Source: an optimization exercise on an open RTL-to-GDS flow (aim: small area, a short achievable clock period and few clock cycles). Production flows keep margins and buffers that such runs may drop.

== the previous run ==
## smeTop
module smeTop
(
    input  logic       clk,
    input  logic       reset,
    input  logic [7:0] charData,
    input  logic       isString,
    input  logic       isPattern,
    output logic       valid,
    output logic       match,
    output logic [4:0] matchIndex
);
Size: roughly 1500 cells after synthesis, roughly 330 flip-flops, about 19 I/O pins, roughly 0.015 mm² of cells after synthesis.
==> module smeTop, before the edit <==
module smeTop
(
    input  logic       clk,
    input  logic       reset,
    input  logic [7:0] charData,
    input  logic       isString,
    input  logic       isPattern,
    output logic       valid,
    output logic       match,
    output logic [4:0] matchIndex
);
    localparam int S = 32;
    function automatic logic geConst(input logic [4:0] a, input int b);
        logic r;
        r = 1'b1;
        for (int k = 0; k < 5; k++)
        begin
            if (b[k])
                r = a[k] & r;
            else
                r = a[k] | r;
        end
        geConst = r;
    endfunction
    function automatic logic gt5(input logic [4:0] a, input logic [4:0] b);
        logic r;
        r = 1'b0;
        for (int k = 0; k < 5; k++)
        begin
            r = (a[k] & ~b[k]) | (~(a[k] ^ b[k]) & r);
        end
        gt5 = r;
    endfunction
    function automatic logic [4:0] sub5(input logic [4:0] a, input logic [4:0] b);
        logic borrow;
        borrow = 1'b0;
        for (int k = 0; k < 5; k++)
        begin
            sub5[k] = a[k] ^ b[k] ^ borrow;
            borrow = (~a[k] & b[k]) | (~(a[k] ^ b[k]) & borrow);
        end
    endfunction
    function automatic logic [4:0] add5(input logic [4:0] a, input logic [4:0] b);
        logic carry;
        carry = 1'b0;
        for (int k = 0; k < 5; k++)
        begin
            add5[k] = a[k] ^ b[k] ^ carry;
            carry = (a[k] & b[k]) | ((a[k] ^ b[k]) & carry);
        end
    endfunction
    function automatic logic [4:0] inc5(input logic [4:0] a);
        logic carry;
        carry = 1'b1;
        for (int k = 0; k < 5; k++)
        begin
            inc5[k] = a[k] ^ carry;
            carry = a[k] & carry;
        end
    endfunction
    function automatic logic [5:0] highest(input logic [S-1:0] v);
        logic [5:0] n1 [16];
        logic [5:0] n2 [8];
        logic [5:0] n3 [4];
        logic [5:0] n4 [2];
        for (int a = 0; a < 16; a++)
            n1[a] = v[2*a+1] ? {1'b1, 4'd0, 1'b1} : {v[2*a], 5'd0};
        for (int a = 0; a < 8; a++)
            n2[a] = n1[2*a+1][5] ? {1'b1, 3'd0, 1'b1, n1[2*a+1][0]} : {n1[2*a][5], 3'd0, 1'b0, n1[2*a][0]};
        for (int a = 0; a < 4; a++)
            n3[a] = n2[2*a+1][5] ? {1'b1, 2'd0, 1'b1, n2[2*a+1][1:0]} : {n2[2*a][5], 2'd0, 1'b0, n2[2*a][1:0]};
        for (int a = 0; a < 2; a++)
            n4[a] = n3[2*a+1][5] ? {1'b1, 1'd0, 1'b1, n3[2*a+1][2:0]} : {n3[2*a][5], 1'd0, 1'b0, n3[2*a][2:0]};
        highest = n4[1][5] ? {1'b1, 1'b1, n4[1][3:0]} : {n4[0][5], 1'b0, n4[0][3:0]};
    endfunction
    logic [7:0] ring [S];
    logic [S-1:0] cand;
    logic isStringQ;
    logic isPatternQ;
    logic [4:0] sPos;
    logic [4:0] snPos;       
    logic [4:0] kPos;
    logic caretQ;        
    logic dollarQ;       
    always_ff @(posedge clk)
    begin
        ring[0] <= isString ? charData : ring[S-1];
        for (int p = 1; p < S; p++)
        begin
            ring[p] <= ring[p-1];
        end
    end
    always_ff @(posedge clk)
    begin
        sPos <= (isString && !isStringQ) ? 5'd0 : inc5(sPos);
        snPos <= isString ? 5'd31 : inc5(snPos);
    end
    logic [S-1:0] isS0;
    logic [S-1:0] isSN;
    logic [S-1:0] kLe;
    always_comb
    begin
        for (int q = 0; q < S; q++)
        begin
            isS0[q] = (sPos == 5'(q));
            isSN[q] = (snPos == 5'(q));
            kLe[q] = geConst(kPos, q);
        end
    end
    logic isDot;
    logic isCaret;
    logic isDollar;
    logic [S-1:0] eq;
    logic [S-1:0] sp;
    logic [S-1:0] dl;
    assign isDot = (charData == 8'h2e);
    assign isCaret = (charData == 8'h5e);
    assign isDollar = (charData == 8'h24);
    always_comb
    begin
        for (int q = 0; q < S; q++)
        begin
            eq[q] = (ring[q] == charData);
            sp[q] = (ring[q] == 8'h20);
            dl[q] = (ring[q] == 8'h24);
        end
    end
    logic [S-1:0] base;
    logic [S-1:0] startOk;
    always_comb
    begin
        for (int q = 0; q < S; q++)
        begin
            startOk[q] = sp[q] || isS0[(q+S-1)%S];
            base[q] = cand[q] && (!dollarQ || (dl[(q+1)%S] && !isSN[(q+1)%S]));
        end
    end
    logic [S-1:0] candX;
    logic [S-1:0] candY;
    logic keepY;
    always_comb
    begin
        for (int q = 0; q < S; q++)
        begin
            if (!isPatternQ)
            begin
                candX[q] = 1'b1;
                candY[q] = startOk[q];
            end
            else if (caretQ)
            begin
                candX[q] = cand[q];
                candY[q] = 1'b0;
            end
            else
            begin
                candX[q] = base[q] && !isSN[q];
                candY[q] = base[q];
            end
        end
        keepY = isPatternQ ? (!caretQ && isDollar) : isCaret;
    end
    logic selY;
    logic selDot;
    logic selEq;
    assign selY = keepY;
    assign selDot = !keepY && isDot;
    assign selEq = !keepY;
    always_ff @(posedge clk)
    begin
        for (int q = 0; q < S; q++)
        begin
            cand[q] <= (selY && candY[q]) || (selDot && candX[q]) || (selEq && candX[q] && eq[q]);
        end
        caretQ <= !isPatternQ && isCaret;
        dollarQ <= isPatternQ && !caretQ && isDollar;
        if (isPattern && !isPatternQ)
        begin
            kPos <= isCaret ? inc5(sPos) : sPos;
        end
    end
    logic [S-1:0] fin;
    logic [S-1:0] finLo;
    always_comb
    begin
        for (int q = 0; q < S; q++)
        begin
            fin[q] = cand[q] && (!dollarQ || sp[(q+1)%S] || isSN[(q+1)%S]);
            finLo[q] = fin[q] && kLe[q];
        end
    end
    logic [5:0] hLo;
    logic [5:0] hAll;
    logic [4:0] hitPos;
    logic hitAny;
    logic resPend;
    assign hLo = highest(finLo);
    assign hAll = highest(fin);
    always_ff @(posedge clk or posedge reset)
    begin
        if (reset)
        begin
            isStringQ <= 1'b0;
            isPatternQ <= 1'b0;
            resPend <= 1'b0;
            valid <= 1'b0;
        end
        else
        begin
            isStringQ <= isString;
            isPatternQ <= isPattern;
            resPend <= isPatternQ && !isPattern;
            valid <= resPend;
        end
    end
    logic [4:0] loPos;
    logic loLeK;
    logic [4:0] hitIdx;
    logic hitOk;
    logic [4:0] nM1;
    always_ff @(posedge clk)
    begin
        nM1 <= add5(sPos, ~snPos);
        loPos <= sub5(kPos, nM1);
        loLeK <= !gt5(nM1, kPos);
    end
    assign hitIdx = sub5(kPos, hitPos);
    assign hitOk = hitAny && (loLeK ? (!gt5(loPos, hitPos) && !gt5(hitPos, kPos))
                                    : (!gt5(loPos, hitPos) || !gt5(hitPos, kPos)));
    always_ff @(posedge clk)
    begin
        hitPos <= hLo[5] ? hLo[4:0] : hAll[4:0];
        hitAny <= hAll[5];
        match <= hitOk;
        matchIndex <= hitOk ? hitIdx : 5'd0;
    end
endmodule
export LEC_CHECK = 0
export CAP_MARGIN = 20
export CORE_MARGIN = 2
export CORE_UTILIZATION = 40
export CTS_BUF_LIST = sky130_fd_sc_hd__clkbuf_4 sky130_fd_sc_hd__clkbuf_8
export SETUP_SLACK_MARGIN = 4.5
export SLEW_MARGIN = 20
create_clock -name core_clock -period 7.0 [get_ports {clk}]
run.sh (not shown) runs the stock make flow with config.mk's settings and CLKGATE_MAP_FILE= SYNTH_SCRIPT=/design/flow/synth_recipe.tcl, a recipe that flattens the netlist after the stock synthesis.
#### Input delta (the current run over the previous run)
diff --git a/flow/design.v b/flow/design.v
--- a/flow/design.v
+++ b/flow/design.v
@@ -65,13 +65,4 @@
         end
     endfunction
-    function automatic logic [4:0] add5(input logic [4:0] a, input logic [4:0] b);
-        logic carry;
-        carry = 1'b0;
-        for (int k = 0; k < 5; k++)
-        begin
-            add5[k] = a[k] ^ b[k] ^ carry;
-            carry = (a[k] & b[k]) | ((a[k] ^ b[k]) & carry);
-        end
-    endfunction
     function automatic logic [4:0] inc5(input logic [4:0] a);
         logic carry;
@@ -135,5 +126,5 @@
     logic isCaret;
     logic isDollar;
-    logic [S-1:0] eq;
+    logic [S-1:0] eqm;
     logic [S-1:0] sp;
     logic [S-1:0] dl;
@@ -145,5 +136,5 @@
         for (int q = 0; q < S; q++)
         begin
-            eq[q] = (ring[q] == charData);
+            eqm[q] = isDot || (ring[q] == charData);
             sp[q] = (ring[q] == 8'h20);
             dl[q] = (ring[q] == 8'h24);
@@ -185,16 +176,7 @@
         keepY = isPatternQ ? (!caretQ && isDollar) : isCaret;
     end
-    logic selY;
-    logic selDot;
-    logic selEq;
-    assign selY = keepY;
-    assign selDot = !keepY && isDot;
-    assign selEq = !keepY;
-    always_ff @(posedge clk)
-    begin
-        for (int q = 0; q < S; q++)
-        begin
-            cand[q] <= (selY && candY[q]) || (selDot && candX[q]) || (selEq && candX[q] && eq[q]);
-        end
+    always_ff @(posedge clk)
+    begin
+        cand <= keepY ? candY : (candX & eqm);
         caretQ <= !isPatternQ && isCaret;
         dollarQ <= isPatternQ && !caretQ && isDollar;
@@ -238,18 +220,8 @@
         end
     end
-    logic [4:0] loPos;
-    logic loLeK;
     logic [4:0] hitIdx;
     logic hitOk;
-    logic [4:0] nM1;
-    always_ff @(posedge clk)
-    begin
-        nM1 <= add5(sPos, ~snPos);
-        loPos <= sub5(kPos, nM1);
-        loLeK <= !gt5(nM1, kPos);
-    end
     assign hitIdx = sub5(kPos, hitPos);
-    assign hitOk = hitAny && (loLeK ? (!gt5(loPos, hitPos) && !gt5(hitPos, kPos))
-                                    : (!gt5(loPos, hitPos) || !gt5(hitPos, kPos)));
+    assign hitOk = hitAny && !gt5(hitIdx, sub5(sub5(sPos, snPos), 5'd1));
     always_ff @(posedge clk)
     begin
- Sequential cell count shrinks by a few percent when moving from the previous run to the current run.
- When the current run is measured against the previous run, its hold slack turns out 9.6 ps lower.
- Looking at instance count on the critical path, the current run sits 5 higher than the previous run does.
- Of the previous run and the current run, the lower height of the die belongs to the current run.
- Going from the previous run to the current run, met2 routed wirelength shrinks by 2.3%.
- | ratio of cells with drive above 1 in the final layout | the current run vs the previous run | 1.6 points higher |
- The run with more setup slack is the previous run; the current run has less.
Function was not checked in any run of this note: the RTL went through the layout flow alone.

==> afterwards: timing with drivers on the ports <==
The flow's constraints put no driver on any port. The routed layouts listed below were extracted and timed again, unchanged, in two steps.
Step 1 sets driving cells, clkbuf_16 on the clock port and buf_2 on the other inputs (assumed; they add their load-dependent delay and slew).
Step 2 times the ports against the registers' clock, not the clock port: input delays grow and output delays shrink by t, the midpoint of the rising clock arrivals with the driver on.
a / b / c = ideal / step 1 / step 2; a / b = the first two.
run	t, ns	setup WS [ns]	hold slack, ns	worst slew at a driven data input, ns
the previous run	0.647	4.228 / 4.228 / 3.675	0.362 / 0.362 / 0.362	0.06
the current run	0.653	4.018 / 4.018 / 3.459	0.353 / 0.353 / 0.353	0.05
After both steps every run listed still meets setup and hold. For the current run, which loses most, drivers alone change the setup slack by 0.000 ns; drivers and shift together by -0.559 ns.
